Context: an optimization exercise on an open-source flow, tuned for small area, a short achievable clock period and few clock cycles per item. The choices shown serve that exercise and are no tape-out recipe.
Only simulation tests tie the RTL to the original design; equivalence was not proved.
Power is estimated from default activity; no workload was simulated.

<file path="config.mk">
export PLATFORM = sky130hd
export DESIGN_NAME = sliding_window_arq_control
export DESIGN_NICKNAME = sliding_window_arq_control
export VERILOG_FILES = /design/flow/design.v
export SDC_FILE = /design/flow/constraint.sdc
export NUM_CORES = 4
export LEC_CHECK = 0
export CAP_MARGIN = 20
export CORE_MARGIN = 2
export CORE_UTILIZATION = 40
export SLEW_MARGIN = 20
</file>
<file path="constraint.sdc">
create_clock -name core_clock -period 10.0 [get_ports {clk}]
set_input_delay 2.0000 -clock core_clock [delete_from_list [all_inputs] [get_ports {clk}]]
set_output_delay 2.0000 -clock core_clock [all_outputs]
set_load 0.01 [all_outputs]
</file>
<file path="design.v">
package swac_pkg;
	localparam logic [9:0] HDR_END     = 10'd12;
	localparam logic [9:0] HDR_ACK     = 10'd8;
	localparam logic [9:0] PAYLOAD_MAX = 10'd500;
	localparam logic [1:0] KIND_DATA = 2'd0;
	localparam logic [1:0] KIND_END  = 2'd1;
	localparam logic [1:0] KIND_RECV = 2'd2;
	localparam logic [1:0] KIND_TICK = 2'd3;
	localparam logic [2:0] ACT_SEND   = 3'd0;
	localparam logic [2:0] ACT_END    = 3'd1;
	localparam logic [2:0] ACT_RESEND = 3'd2;
	localparam logic [2:0] ACT_ACK    = 3'd3;
	localparam logic [2:0] ACT_PIGGY  = 3'd4;
	localparam logic [2:0] ACT_DELIV  = 3'd5;
	localparam logic [2:0] ACT_FULL   = 3'd6;
	localparam logic [2:0] ACT_CLOSE  = 3'd7;
	localparam logic [1:0] REG_WINDOW  = 2'd0;
	localparam logic [1:0] REG_TICK    = 2'd1;
	localparam logic [1:0] REG_TIMEOUT = 2'd2;
endpackage
module swac_cell (
	input  logic        clk,
	input  logic        wr_en,
	input  logic        ack_en,
	input  logic [31:0] wr_seq,
	input  logic [31:0] wr_ack,
	input  logic [9:0]  wr_len,
	input  logic [31:0] cmp_x,
	input  logic        le_mode,
	output logic [31:0] seq,
	output logic [31:0] ack,
	output logic [9:0]  len,
	output logic        hit
);
	logic [31:0] g0, l0;
	logic [15:0] g1, l1;
	logic [7:0]  g2, l2;
	logic [3:0]  g3, l3;
	logic [1:0]  g4, l4;
	logic        gt, lt;
	assign g0 = cmp_x & ~seq;
	assign l0 = ~cmp_x & seq;
	for (genvar i = 0; i < 16; i++) begin : g_t1
		assign g1[i] = g0[2*i+1] | !l0[2*i+1] & g0[2*i];
		assign l1[i] = l0[2*i+1] | !g0[2*i+1] & l0[2*i];
	end
	for (genvar i = 0; i < 8; i++) begin : g_t2
		assign g2[i] = g1[2*i+1] | !l1[2*i+1] & g1[2*i];
		assign l2[i] = l1[2*i+1] | !g1[2*i+1] & l1[2*i];
	end
	for (genvar i = 0; i < 4; i++) begin : g_t3
		assign g3[i] = g2[2*i+1] | !l2[2*i+1] & g2[2*i];
		assign l3[i] = l2[2*i+1] | !g2[2*i+1] & l2[2*i];
	end
	for (genvar i = 0; i < 2; i++) begin : g_t4
		assign g4[i] = g3[2*i+1] | !l3[2*i+1] & g3[2*i];
		assign l4[i] = l3[2*i+1] | !g3[2*i+1] & l3[2*i];
	end
	assign gt = g4[1] | !l4[1] & g4[0];
	assign lt = l4[1] | !g4[1] & l4[0];
	always_ff @(posedge clk) begin
		if (wr_en) begin
			seq <= wr_seq;
			len <= wr_len;
		end
		if (ack_en) begin
			ack <= wr_ack;
		end
	end
	assign hit = le_mode ? !lt : gt;
endmodule
module sliding_window_arq_control (
	input  logic        clk,
	input  logic        arst_n,
	input  logic        s_tvalid,
	output logic        s_tready,
	input  logic [47:0] s_tdata,    
	input  logic [1:0]  s_tuser,    
	output logic        m_tvalid,
	input  logic        m_tready,
	output logic [79:0] m_tdata,    
	output logic [2:0]  m_tuser,    
	output logic        m_tlast,
	input  logic        cfg_valid,
	output logic        cfg_ready,
	input  logic [1:0]  cfg_index,
	input  logic [30:0] cfg_data
);
	logic [3:0]  window_q;
	logic [15:0] tick_q;
	logic [30:0] timeout_q;
	logic [2:0]  head_q, tail_q;
	logic [2:0]  ptr_q;             
	logic [7:0]  occ_q;             
	logic        full_q;
	logic [31:0] send_seq_q, expect_q, mark_q, countdown_q;
	logic        ended_q;
	logic        in_v_q;
	logic        in_data_q, in_end_q, in_recv_q, in_tick_q;
	logic        in_ack_q, in_hdr_q, in_word_q;
	logic [9:0]  in_len_q;
	logic [31:0] cmp_q;
	logic        sec_v_q, sec_close_q;
	logic [9:0]  sec_len_q;
	logic        walk_v_q;
	logic [7:0]  walk_q;
	logic        out_v_q, q2_v_q;
	logic [80:0] out_q, q2_q;       
	logic [31:0] c_seq [8];
	logic [31:0] c_ack [8];
	logic [9:0]  c_len [8];
	logic [7:0]  hit, wr_en, ack_en;
	function automatic [2:0] last_slot(input [3:0] w);
		if (w == 4'd0)   last_slot = 3'd0;
		else if (w[3])   last_slot = 3'd7;
		else             last_slot = w[2:0] - 3'd1;
	endfunction
	logic [2:0] size_m1, tail_m1, tail_nx, ptr_nx;
	logic       empty;
	assign size_m1 = last_slot(window_q);
	assign tail_m1 = (tail_q == 3'd0) ? size_m1 : tail_q - 3'd1;
	assign tail_nx = (tail_q == size_m1) ? 3'd0 : tail_q + 3'd1;
	assign ptr_nx  = (ptr_q == size_m1) ? 3'd0 : ptr_q + 3'd1;
	assign empty   = (occ_q == 8'd0);
	logic makes_word, room, fire;
	assign makes_word = in_word_q || in_data_q && full_q;
	assign room = !q2_v_q;
	always_comb begin
		if (!in_v_q || walk_v_q) fire = 1'b0;
		else if (makes_word)     fire = room && !sec_v_q;
		else                     fire = 1'b1;
	end
	assign s_tready = !in_v_q || fire;
	logic [31:0] rd_seq, rd_ack;
	logic [9:0]  rd_len;
	assign rd_seq = c_seq[ptr_q];
	assign rd_ack = c_ack[ptr_q];
	assign rd_len = c_len[ptr_q];
	logic [7:0] stop, ge_head, st_a, st_b, pre_a, pre_b, popped;
	logic       any_a, any_b;
	logic [2:0] first_a, first_b;
	assign stop = occ_q & ~hit;
	always_comb begin
		for (int i = 0; i < 8; i++) ge_head[i] = (3'(i) >= head_q);
	end
	assign st_a  = stop & ge_head;
	assign st_b  = stop & ~ge_head;
	assign any_a = (st_a != 8'd0);
	assign any_b = (st_b != 8'd0);
	always_comb begin
		pre_a[0] = 1'b0;
		pre_b[0] = 1'b0;
		for (int i = 1; i < 8; i++) begin
			pre_a[i] = pre_a[i-1] | st_a[i-1];
			pre_b[i] = pre_b[i-1] | st_b[i-1];
		end
		for (int i = 0; i < 8; i++) begin
			popped[i] = occ_q[i] && hit[i] && (ge_head[i] ? !pre_a[i] : !any_a && !pre_b[i]);
		end
		first_a = 3'd0;
		first_b = 3'd0;
		for (int i = 7; i >= 0; i--) begin
			if (st_a[i]) first_a = 3'(i);
			if (st_b[i]) first_b = 3'(i);
		end
	end
	logic [32:0] cd_diff;
	logic        cd_zero;
	assign cd_diff = {1'b0, countdown_q} - {17'd0, tick_q};
	assign cd_zero = cd_diff[32] || (cd_diff[31:0] == 32'd0);
	logic [9:0] pay_len, deliv_len;
	assign pay_len   = ((in_len_q > swac_pkg::PAYLOAD_MAX) ? swac_pkg::PAYLOAD_MAX : in_len_q)
	                   + swac_pkg::HDR_END;
	assign deliv_len = (in_len_q >= swac_pkg::HDR_END) ? in_len_q - swac_pkg::HDR_END : 10'd0;
	logic [31:0] expect_p1;
	assign expect_p1 = expect_q + 32'd1;
	logic        push, walk_due, walk_end;
	logic [7:0]  walk_rest;
	logic [2:0]  w_act, w_slot;
	logic [31:0] w_seq, w_ack;
	logic [9:0]  w_len;
	logic        w_last;
	logic        do_push_slot, do_piggy, walk_start;
	assign walk_due  = walk_q[ptr_q];
	assign walk_rest = walk_q & ~(8'd1 << ptr_q);
	assign walk_end  = (walk_rest == 8'd0);
	always_comb begin
		push   = 1'b0;
		w_act  = swac_pkg::ACT_FULL;
		w_slot = 3'd0;
		w_seq  = 32'd0;
		w_ack  = 32'd0;
		w_len  = 10'd0;
		w_last = 1'b1;
		do_push_slot = 1'b0;
		do_piggy     = 1'b0;
		if (sec_v_q) begin
			push  = room;
			w_act = sec_close_q ? swac_pkg::ACT_CLOSE : swac_pkg::ACT_DELIV;
			w_len = sec_len_q;
		end else if (walk_v_q) begin
			push   = room && walk_due;
			w_act  = swac_pkg::ACT_RESEND;
			w_slot = ptr_q;
			w_seq  = rd_seq;
			w_ack  = rd_ack;
			w_len  = rd_len;
			w_last = walk_end;
		end else if (fire && makes_word) begin
			push = 1'b1;
			if ((in_data_q || in_end_q) && full_q) begin
				w_act = swac_pkg::ACT_FULL;
			end else if (in_data_q) begin
				do_push_slot = 1'b1;
				w_act  = swac_pkg::ACT_SEND;
				w_slot = tail_q;
				w_seq  = send_seq_q;
				w_ack  = expect_q;
				w_len  = pay_len;
			end else if (in_end_q) begin
				w_act = swac_pkg::ACT_END;
				w_seq = send_seq_q;
				w_ack = expect_q;
				w_len = swac_pkg::HDR_END;
			end else if (in_hdr_q) begin
				w_act  = swac_pkg::ACT_DELIV;
				w_last = !(ended_q && empty);
			end else if (empty) begin
				w_act  = swac_pkg::ACT_ACK;
				w_ack  = expect_p1;
				w_len  = swac_pkg::HDR_ACK;
				w_last = 1'b0;
			end else begin
				do_piggy = 1'b1;
				w_act  = swac_pkg::ACT_PIGGY;
				w_slot = ptr_q;
				w_seq  = rd_seq;
				w_ack  = expect_p1;
				w_len  = rd_len;
				w_last = 1'b0;
			end
		end
	end
	assign walk_start = fire && in_tick_q && cd_zero && !empty;
	for (genvar g = 0; g < 8; g++) begin : g_cell
		assign wr_en[g]  = do_push_slot && (tail_q == 3'(g));
		assign ack_en[g] = wr_en[g] || do_piggy && (ptr_q == 3'(g));
		swac_cell u_cell (
			.clk     (clk),
			.wr_en   (wr_en[g]),
			.ack_en  (ack_en[g]),
			.wr_seq  (send_seq_q),
			.wr_ack  (do_piggy ? expect_p1 : expect_q),
			.wr_len  (pay_len),
			.cmp_x   (cmp_q),
			.le_mode (in_tick_q),
			.seq     (c_seq[g]),
			.ack     (c_ack[g]),
			.len     (c_len[g]),
			.hit     (hit[g])
		);
	end
	logic take;
	assign take = s_tvalid && s_tready;
	always_ff @(posedge clk or negedge arst_n) begin
		if (!arst_n) begin
			window_q    <= 4'd8;
			tick_q      <= 16'd10;
			timeout_q   <= 31'd200;
			head_q      <= 3'd0;
			tail_q      <= 3'd0;
			ptr_q       <= 3'd7;
			occ_q       <= 8'd0;
			full_q      <= 1'b0;
			send_seq_q  <= 32'd1;
			expect_q    <= 32'd1;
			mark_q      <= 32'd0;
			countdown_q <= 32'd200;
			ended_q     <= 1'b0;
			in_v_q      <= 1'b0;
			sec_v_q     <= 1'b0;
			walk_v_q    <= 1'b0;
		end else begin
			if (take) begin
				in_v_q <= 1'b1;
			end else if (fire) begin
				in_v_q <= 1'b0;
			end
			if (sec_v_q && room) begin
				sec_v_q <= 1'b0;
			end
			if (walk_v_q && !sec_v_q && (room || !walk_due)) begin
				if (walk_end) begin
					walk_v_q <= 1'b0;
					ptr_q    <= tail_m1;
				end else begin
					ptr_q    <= ptr_nx;
				end
			end
			if (fire) begin
				if (in_data_q) begin
					if (!full_q) begin
						ended_q <= 1'b0;
						if (in_len_q != 10'd0) begin
							tail_q     <= tail_nx;
							ptr_q      <= tail_q;
							occ_q      <= occ_q | (8'd1 << tail_q);
							full_q     <= (tail_nx == head_q);
							send_seq_q <= send_seq_q + 32'd1;
						end
					end
				end
				if (in_end_q) begin
					if (!full_q) begin
						ended_q    <= 1'b1;
						send_seq_q <= send_seq_q + 32'd1;
					end
				end
				if (in_recv_q) begin
					if (in_ack_q) begin
						occ_q  <= occ_q & ~popped;
						full_q <= full_q && !hit[head_q];
						if (any_a) begin
							head_q <= first_a;
						end else if (any_b) begin
							head_q <= first_b;
						end else begin
							head_q <= tail_q;
						end
					end else if (!in_hdr_q) begin
						expect_q <= expect_p1;
					end
					if (!in_ack_q && (!in_hdr_q || ended_q && empty)) begin
						sec_v_q <= 1'b1;
					end
				end
				if (in_tick_q) begin
					if (cd_zero && !empty) begin
						mark_q      <= rd_seq;
						countdown_q <= 32'(timeout_q);
						if ((occ_q & hit) != 8'd0) begin
							walk_v_q <= 1'b1;
							ptr_q    <= head_q;
						end
					end else begin
						countdown_q <= cd_zero ? 32'd0 : cd_diff[31:0];
					end
				end
			end
			if (cfg_valid) begin
				case (cfg_index)
					swac_pkg::REG_WINDOW: begin
						window_q <= cfg_data[3:0];
						head_q   <= 3'd0;
						tail_q   <= 3'd0;
						ptr_q    <= last_slot(cfg_data[3:0]);
						occ_q    <= 8'd0;
						full_q   <= 1'b0;
					end
					swac_pkg::REG_TICK:    tick_q    <= cfg_data[15:0];
					swac_pkg::REG_TIMEOUT: timeout_q <= cfg_data;
					default: ;
				endcase
			end
		end
	end
	logic [9:0] s_len;
	assign s_len = s_tdata[9:0];
	always_ff @(posedge clk) begin
		if (take) begin
			in_data_q <= (s_tuser == swac_pkg::KIND_DATA);
			in_end_q  <= (s_tuser == swac_pkg::KIND_END);
			in_recv_q <= (s_tuser == swac_pkg::KIND_RECV);
			in_tick_q <= (s_tuser == swac_pkg::KIND_TICK);
			in_ack_q  <= (s_len == swac_pkg::HDR_ACK);
			in_hdr_q  <= (s_len == swac_pkg::HDR_END);
			in_word_q <= (s_tuser == swac_pkg::KIND_END)
			          || (s_tuser == swac_pkg::KIND_RECV) && (s_len != swac_pkg::HDR_ACK)
			          || (s_tuser == swac_pkg::KIND_DATA) && (s_len != 10'd0);
			in_len_q  <= s_len;
			if (s_tuser == swac_pkg::KIND_TICK) begin
				cmp_q <= walk_start ? rd_seq : mark_q;
			end else begin
				cmp_q <= s_tdata[41:10];
			end
		end
		if (fire && in_recv_q && !in_ack_q) begin
			sec_close_q <= in_hdr_q;
			sec_len_q   <= in_hdr_q ? 10'd0 : deliv_len;
		end
		if (walk_start) begin
			walk_q <= occ_q & hit;
		end else if (walk_v_q && !sec_v_q && (room || !walk_due)) begin
			walk_q <= walk_rest;
		end
	end
	logic out_free;
	assign out_free = !out_v_q || m_tready;
	always_ff @(posedge clk or negedge arst_n) begin
		if (!arst_n) begin
			out_v_q <= 1'b0;
			q2_v_q  <= 1'b0;
		end else begin
			if (out_free) begin
				out_v_q <= q2_v_q || push;
				q2_v_q  <= 1'b0;
			end else if (push) begin
				q2_v_q  <= 1'b1;
			end
		end
	end
	logic [80:0] w_word;
	assign w_word = {w_last, w_slot, w_len, w_ack, w_seq, w_act};
	always_ff @(posedge clk) begin
		if (out_free) begin
			out_q <= q2_v_q ? q2_q : w_word;
		end
		if (push && !out_free) begin
			q2_q <= w_word;
		end
	end
	assign m_tvalid  = out_v_q;
	assign m_tuser   = out_q[2:0];
	assign m_tdata   = {3'd0, out_q[79:3]};
	assign m_tlast   = out_q[80];
	assign cfg_ready = 1'b1;
endmodule
</file>
<file path="run.sh">
#!/bin/bash
# synth_recipe.tcl (not shown) runs the flow's synth.tcl, then flattens the netlist and writes it again
# the make line also repeats each setting of config.mk as NAME=value (left out here)
make -C /OpenROAD-flow-scripts/flow DESIGN_CONFIG=/design/flow/config.mk WORK_HOME=/design/flow/orfs CLKGATE_MAP_FILE= SYNTH_SCRIPT=/design/flow/synth_recipe.tcl finish
</file>
==> reports/qor.log, run 1 <==
qor: floorplanning.core.rowCount 130
qor: clocking.buffer_type_at_the_clock_tree_root sky130_fd_sc_hd__clkbuf_16
qor: synth.synth.yosys.warnings 5
qor: route.dr.first_iter.drc_count 3730
qor: sta.clock_skew_after_layout 0.0918 ns
qor: place.finalWeightedCongestion 0.918
qor: final_layout.fin_nets 4537
qor: final_layout.layout-drive-gt1-share 13.9%
qor: critical_path.worst-endpoint-required 10.36 ns
qor: floorplanning.height_of_the_die 361 um
qor: synth.async_sr_flop_fraction 19.8%
qor: route.final_antenna_net_count 0
qor: route.avgRoutedWirePerCell 24.8 um
qor: global_routing.grt_busiest_layer met2
qor: clocking.cts_made_buffers 115
qor: power_and_ir_drop.power_density_relative_to_cell_area 289 nW/um2
qor: global_routing.grt_pass1_vias 35.7k
qor: sta.max_slew.worst_pin.slew 1.15 ns
qor: power_and_ir_drop.post-layout-total-power 0.0169 W
qor: critical_path.cp-end-kind flop
qor: critical_path.worst-endpoint-arrival 6.26 ns
qor: clocking.ctsLongestPathBuffers 3
qor: floorplanning.initial_utilization 40.4%
qor: global_routing.grt_start_max_net_pins 138
qor: sta.timing.setup.tns 0 ns
qor: route.dr_total_vias 36.6k
qor: route.route.detailed.vias_per_inst 5.94
qor: synth.postSynth.topFlopCell sky130_fd_sc_hd__edfxtp_1
qor: synth.average_cell_area_after_synthesis 11.8 um2
qor: sta.report.final.setup_viol 0
qor: place.post-dp-hpwl 96000 um
qor: synth.synth_seq_cells 1025
qor: final_layout.final_cell_mix sky130_fd_sc_hd__edfxtp_1, sky130_fd_sc_hd__nand2_1, sky130_fd_sc_hd__mux2_2, sky130_fd_sc_hd__nor2_1, sky130_fd_sc_hd__a21oi_1
qor: flow_run.timing.max_cap.violations 0
qor: route.detail_route.wirelength 153000 um
qor: global_routing.grt-ovfl-total 0
qor: place.portBuffers 164
qor: place.place_ws 4.21 ns
qor: final_layout.num_antenna_cells 0
qor: sta.worst_slew_margin_rel 23.5%
qor: clocking.cts.repair_timing.setup_buffer_count 0
qor: synth.synth_sequential_area_ratio 58.4%
qor: hold_path.hold_class flop to flop
qor: floorplanning.dieWidth 361 um
qor: route.detail_route.first_pass.iterations 9
qor: sta.timing.final.max_slew_violations 0
qor: critical_path.reg2regPathDepth 13
qor: global_routing.groute.usage.overall 22.9%
qor: sta.number_of_hold_violations_in_the_final_report 0
qor: power_and_ir_drop.power_leakage 20.8 nW
qor: floorplanning.die_area 130000 um2
qor: global_routing.gr_met1_demand_resource 31.8%
qor: final_layout.most_common_cell_after_layout_fill_and_taps_aside sky130_fd_sc_hd__edfxtp_1
qor: critical_path.startpoint_types flop
qor: clocking.cts-htree-levels 3
qor: global_routing.use_met3 2.90%
qor: floorplanning.design.portCount 175
qor: sta.hold_slack 0.464 ns
qor: critical_path.critPathMaxFanout 54
qor: floorplanning.coreArea 126000 um2
qor: synth.synth_enable_flop_cells 822
qor: global_routing.globalRouteMet2Util 37.3%
qor: sta.timing.fmax 0.169 GHz
qor: hold_path.holdPathStages 2
qor: sta.post-route-min-period 5.90 ns
qor: global_routing.antenna_found_initial 5
qor: run_status.status complete, no violations
qor: clocking.cts-resized-gates 0
qor: synth.post_synth_num_cell_types 103
qor: critical_path.critPathKind flop to flop
qor: clocking.number_of_sinks_on_the_clock_net 1025
qor: sta.share_of_the_clock_period_used_by_the_worst_path 59.0%
qor: route.remaining_drc_errors 0
qor: sta.fin_ws 4.10 ns
qor: sta.grt_setup_unrepaired no
qor: power_and_ir_drop.ir_drop 0.000199 V
qor: final_layout.area_growth 14.7%
qor: global_routing.grt_first_pass_wirelength 228000 um
qor: synth.synth_cells 4323
qor: synth.syn_area 51000 um2
qor: clocking.clock_latency 0.78 ns
qor: clocking.post_cts_hold_buffer_count 0
qor: clocking.clk_pin_slew 0.06 ns
qor: clocking.cts_tree built
[synth_stat cells (all sizes together), types with 20 or more instances]
cell / count / area, um2
inv: 149 / 559
buf: 44 / 259
and2: 37 / 231
a221oi: 44 / 385
nand3: 64 / 325
nor2b: 84 / 526
nand2: 474 / 1780
dfrtp: 189 / 4730
o21a: 25 / 188
nor3b: 22 / 165
a221o: 24 / 240
o22ai: 57 / 357
o31ai: 26 / 195
a41oi: 38 / 333
o21ai: 237 / 1190
nand3b: 20 / 150
nor3: 72 / 360
a22oi: 46 / 345
nand2b: 79 / 494
xnor2: 64 / 561
a222oi: 80 / 801
o221ai: 23 / 201
nor2: 249 / 935
maj3: 80 / 803
ha: 38 / 475
a31oi: 42 / 269
mux2: 312 / 3610
a21o: 47 / 353
o211ai: 25 / 188
a21oi: 243 / 1220
edfxtp: 822 / 24700
clkbuf: 204 / 767
and3: 24 / 155
xor2: 57 / 499
a211oi: 24 / 190
[worst max-delay path, cell delays in order, from the launching register on]
cell,delay [ns]
sky130_fd_sc_hd__dfrtp_1,0.35
sky130_fd_sc_hd__inv_1,0.05
sky130_fd_sc_hd__ha_1,0.35
sky130_fd_sc_hd__nor2b_1,0.17
sky130_fd_sc_hd__o31ai_1,0.47
sky130_fd_sc_hd__a2111oi_1,0.26
sky130_fd_sc_hd__o31ai_1,0.45
sky130_fd_sc_hd__nand2b_1,0.28
sky130_fd_sc_hd__or2_2,0.38
sky130_fd_sc_hd__nor3_1,0.73
sky130_fd_sc_hd__a31o_2,0.26
sky130_fd_sc_hd__buf_4,0.52
sky130_fd_sc_hd__nand3_1,0.54
sky130_fd_sc_hd__o21ai_1,0.66
[flip-flops by register name, indices dropped and copies added, names as in the netlist, 4 cells and up]
register / cells
g_cell.u_cell.seq: 256
send_seq_q: 32
g_cell.u_cell.ack: 256
cmp_q: 32
walk_q: 8
out_q: 81
countdown_q: 32
sec_len_q: 10
tick_q: 16
occ_q: 8
g_cell.u_cell.len: 80
window_q: 4
mark_q: 32
in_len_q: 10
timeout_q: 31
expect_q: 32
q2_q: 81
[layer usage]
layer	up-vias	wire length (um)
li1	16600	-
met1	18300	66600
met2	1427	71800
met3	284	10100
met4	2	4280
met5	-	14
[power by group]
part | leakage (nW) | internal, W | switching, W
clock network | 2.02 | 0.00276 | 0.00188
registers | 10.1 | 0.00563 | 0.000671
logic | 8.67 | 0.00226 | 0.00367
total | 20.8 | 0.0106 | 0.00622
[through the flow]
stage	std cells	util [%]	area (um2)
after floorplan	4325	-	51000
after global placement	5942	43.0	54200
after detailed placement	5942	43.0	54200
after CTS	6159	46.4	58400
after global routing	6160	46.4	58500
final	6160	46.4	58500
[worst paths after layout]
kind                       slack [ns]    startpoint              to
setup / recovery                 4.10     tick_q[2]       walk_q[2]
hold / removal                   0.46  timeout_q[6]  countdown_q[6]
setup reg to reg                 4.10     tick_q[2]       walk_q[2]
hold reg to reg                  0.46  timeout_q[6]  countdown_q[6]
max in group asynchronous        7.33        arst_n        occ_q[5]
min in group asynchronous        1.30        arst_n       mark_q[9]
[layout make-up]
type / instances / area (um2)
Tap cell: 1650 / 2060
Multi-Input combinational cell: 2897 / 19700
Sequential cell: 1025 / 29800
Clock buffer: 135 / 3060
Inverter: 155 / 582
Clock inverter: 82 / 1150
Fill cell: 11400 / 67600
Timing Repair Buffer: 216 / 2070
[cells by family (layout without fill, tap and decap cells)]
logic type,count (synthesis),in the layout,synth area share (%)
compound gates,1117,1117,15.0
xor+xnor,121,121,2.08
fa+ha+maj,119,119,2.55
buf+inv,403,588,3.15
flops,1025,1025,58.4
mux,329,329,7.48
other cells,2,4,0.0147
simple gates,1207,1207,11.2
Testbench counts, summed over its fixed seeds: cycles 5,350, items 4,800.
==> inputs of run 2 (changes only) <==
--- a/config.mk
+++ b/config.mk
@@ -7,2 +7,3 @@
 export LEC_CHECK = 0
+export ABC_CLOCK_PERIOD_IN_PS = 3500
 export CAP_MARGIN = 20
@@ -10,2 +11,3 @@
 export CORE_UTILIZATION = 40
+export SETUP_SLACK_MARGIN = 5
 export SLEW_MARGIN = 20
==> run 2 against run 1 <==
Largest power group unchanged. Still clean. First-iteration DRC count increased by 1.0%. Critical path type unchanged. Worst hold slack gained 0.0075 ns. Fmax up 21%. Die area unchanged. Register-to-register slack improved by 1.0 ns. Clock skew down 0.035 ns.
==> reports/qor.log, run 2 <==
qor: final_layout.biggestRegsByFlops g_cell.u_cell.ack (256), g_cell.u_cell.seq (256)
qor: final_layout.layout-drive-gt1-share 14.0%
qor: synth.synth_cells 4323
qor: synth.yosysMostFrequentCell sky130_fd_sc_hd__edfxtp_1
qor: route.remaining_drc_errors 0
qor: flow_run.timing.max_cap.violations 0
qor: floorplanning.dieWidth 361 um
qor: synth.synth_largest_type_area_fraction 48.4%
qor: route.detail_route.first_pass.iterations 7
qor: final_layout.finalInstanceArea 58500 um2
qor: clocking.cts-htree-levels 3
qor: route.dr_total_vias 36.5k
qor: place.placed_cell_area 54200 um2
qor: floorplanning.initial_utilization 40.4%
qor: route.avgRoutedWirePerCell 24.9 um
qor: synth.synth.largest_area_cell sky130_fd_sc_hd__edfxtp_1
qor: sta.number_of_hold_violations_in_the_final_report 0
qor: sta.timing.final.max_slew_violations 0
qor: route.detail_route.wirelength 154000 um
qor: synth.synth.yosys.warnings 5
qor: sta.post-route-min-period 4.90 ns
qor: place.portBuffers 164
qor: critical_path.worst-endpoint-required 10.66 ns
qor: floorplanning.design.portCount 175
qor: final_layout.most_common_cell_after_layout_fill_and_taps_aside sky130_fd_sc_hd__edfxtp_1
qor: final_layout.final_cell_mix sky130_fd_sc_hd__edfxtp_1, sky130_fd_sc_hd__nand2_1, sky130_fd_sc_hd__mux2_2, sky130_fd_sc_hd__nor2_1, sky130_fd_sc_hd__a21oi_1
qor: hold_path.holdPathStages 2
qor: floorplanning.core.rowCount 130
qor: synth.synth_enable_flop_cells 822
qor: route.route.detailed.vias_per_inst 5.91
qor: place.dpl.cell_count 5947
qor: critical_path.cp-end-kind flop
qor: sta.share_of_the_clock_period_used_by_the_worst_path 49.0%
qor: power_and_ir_drop.power_density_relative_to_cell_area 285 nW/um2
qor: synth.syn_area 51000 um2
qor: hold_path.hold_class flop to flop
qor: synth.async_sr_flop_fraction 19.8%
qor: synth.synth_common_cells sky130_fd_sc_hd__edfxtp_1, sky130_fd_sc_hd__nand2_1, sky130_fd_sc_hd__mux2_2, sky130_fd_sc_hd__nor2_1, sky130_fd_sc_hd__a21oi_1
qor: global_routing.grt_pass1_vias 35.3k
qor: floorplanning.die_area 130000 um2
qor: power_and_ir_drop.power_leakage 20.8 nW
qor: final_layout.num_antenna_cells 0
qor: critical_path.critPathKind flop to flop
qor: sta.clock_skew_after_layout 0.0565 ns
qor: clocking.ctsLongestPathBuffers 3
qor: sta.report.final.setup_viol 0
qor: sta.worst_slew_margin_rel 29.3%
qor: route.final_antenna_net_count 0
qor: final_layout.fin_nets 4551
qor: run_status.status complete, no violations
qor: sta.max_slew.worst_pin.slew 1.06 ns
qor: synth.synth_area_leaders sky130_fd_sc_hd__edfxtp_1, sky130_fd_sc_hd__dfrtp_1, sky130_fd_sc_hd__mux2_2
qor: global_routing.antenna_found_initial 1
qor: critical_path.startpoint_types flop
qor: clocking.buffer_type_at_the_clock_tree_root sky130_fd_sc_hd__clkbuf_16
qor: clocking.post_cts_hold_buffer_count 0
qor: synth.post_synth_num_cell_types 103
qor: place.finalWeightedCongestion 0.888
qor: clocking.cts_tree built
qor: synth.synth_sequential_area_ratio 58.4%
qor: synth.average_cell_area_after_synthesis 11.8 um2
qor: synth.postSynth.topFlopCell sky130_fd_sc_hd__edfxtp_1
qor: clocking.number_of_sinks_on_the_clock_net 1025
qor: critical_path.critPathMaxFanout 19
qor: global_routing.grt_first_pass_wirelength 227000 um
qor: synth.synth_seq_cells 1025
qor: clocking.cts_made_buffers 110
qor: floorplanning.height_of_the_die 361 um
qor: final_layout.finalNonFillerCells 6169
qor: clocking.clk_pin_slew 0.06 ns
qor: place.post-dp-hpwl 96300 um
qor: critical_path.reg2regPathDepth 12
qor: sta.timing.fmax 0.204 GHz
qor: global_routing.grt-ovfl-total 0
qor: route.dr.first_iter.drc_count 3768
qor: final_layout.area_growth 14.7%
qor: final_layout.final.fill_count 11.3k
qor: global_routing.grt_start_max_net_pins 155
qor: power_and_ir_drop.ir_drop 0.000179 V
qor: sta.grt_setup_unrepaired no
qor: sta.timing.setup.tns 0 ns
qor: floorplanning.coreArea 126000 um2
qor: clocking.clock_latency 0.76 ns
qor: critical_path.worst-endpoint-arrival 5.56 ns
qor: global_routing.groute.usage.overall 23.1%
[run 2: cell counts after synthesis]
Identical to the previous run, type by type.
[run 2: layout make-up]
| class | instances | area (um2) | area share (%) |
|---|---|---|---|
| repair buffers | 234 | 2320 | 3.97 |
| well taps | 1650 | 2060 | 3.53 |
| clock inverters | 77 | 1050 | 1.79 |
| multi-input cells | 2898 | 19800 | 33.9 |
| clock buffers | 130 | 2840 | 4.85 |
| inverters | 155 | 582 | 0.995 |
| flip-flops and latches | 1025 | 29800 | 51.0 |
[run 2: report_power, final]
group | internal [W] | switching, W
registers | 0.00563 | 0.000637
clock network | 0.00256 | 0.00181
logic | 0.00229 | 0.00375
total | 0.0105 | 0.00620
[run 2: worst paths after layout]
path	slack, ns	startpoint	endpoint
max in group asynchronous	7.40	arst_n	q2_v_q
worst min register to register	0.47	timeout_q[6]	countdown_q[6]
worst max-delay path	5.10	cmp_q[18]	head_q[0]
worst min-delay path	0.47	timeout_q[6]	countdown_q[6]
min in group asynchronous	1.21	arst_n	mark_q[8]
worst max register to register	5.10	cmp_q[18]	head_q[0]
[run 2: cell families after synthesis]
kind of cell,after synthesis,synth area share [%]
adders and majority gates,119,2.55
AOI/OAI and AO/OA,1117,15.0
other,2,0.0147
muxes,329,7.48
xor gates and xnor gates,121,2.08
DFF,1025,58.4
and+or+nand+nor,1207,11.2
buffers and inverters,403,3.15
[run 2: what timing repair did]
item / in CTS / in global routing
buffers inserted: 7 / 5
endpoints found under the setup margin: 98 / 59
resized for setup: 14 / 12
gates cloned: 1 / 1
pin swaps: 0 / 2
[run 2: stage by stage]
stage | setup slack [ns] | power [W] | util [%] | hold slack (ns)
after floorplan | 5.57 | 0.00996 | - | 0.449
after global placement | 4.16 | 0.0122 | 43.0 | 0.459
after detailed placement | 4.28 | 0.0123 | 43.0 | 0.468
after CTS | 5.02 | 0.0167 | 46.3 | 0.471
after global routing | 5.00 | 0.0175 | 46.4 | 0.494
final | 5.10 | 0.0167 | 46.4 | 0.471
[run 2: metal layers]
layer  up-vias  wire (um)  track usage (%)
met5         -          0                0
met4         0       5330             8.31
met3       282       9500             2.93
met2      1315      72500             37.6
met1     18300      66500             31.6
li1      16600          -                -
[run 2: worst max-delay path, stage by stage, from the launching register on]
cell	delay, ns
sky130_fd_sc_hd__edfxtp_1	0.79
sky130_fd_sc_hd__nor2_1	0.29
sky130_fd_sc_hd__a222oi_1	0.51
sky130_fd_sc_hd__o211ai_1	0.19
sky130_fd_sc_hd__a311oi_1	0.79
sky130_fd_sc_hd__nor4_1	0.10
sky130_fd_sc_hd__buf_4	0.20
sky130_fd_sc_hd__nor2_1	0.43
sky130_fd_sc_hd__o22ai_1	0.23
sky130_fd_sc_hd__a31o_1	0.26
sky130_fd_sc_hd__or3b_1	0.55
sky130_fd_sc_hd__a311o_1	0.39
sky130_fd_sc_hd__nand3_1	0.08

what the ideal ports hide:
In the flow no input, the clock included, has a driving cell. The finished layouts below were timed again as built, in two steps.
Step 1, drivers: a clkbuf_16 drives clk and a buf_2 each remaining input, both assumed.
Step 2 moves the port delays by t, midway between the first and last clock arrival at a register: inputs arrive t later, outputs are due t later. That takes back most of the time a late clock gives input paths.
a / b / c = ideal / step 1 / step 2; a / b = the first two.
run | shift t [ns] | slack for setup (ns) | latest minus earliest clock arrival (ns) | worst register clock-pin slew, ns | worst data-port slew with drivers (ns)
run 1 | 0.823 | 4.095 / 4.095 / 4.095 | 0.095 / 0.095 | 0.07 / 0.07 | 0.08
run 2 | 0.811 | 5.104 / 5.076 / 5.104 | 0.060 / 0.059 | 0.07 / 0.07 | 0.08
After both steps setup and hold are still met in every run listed.
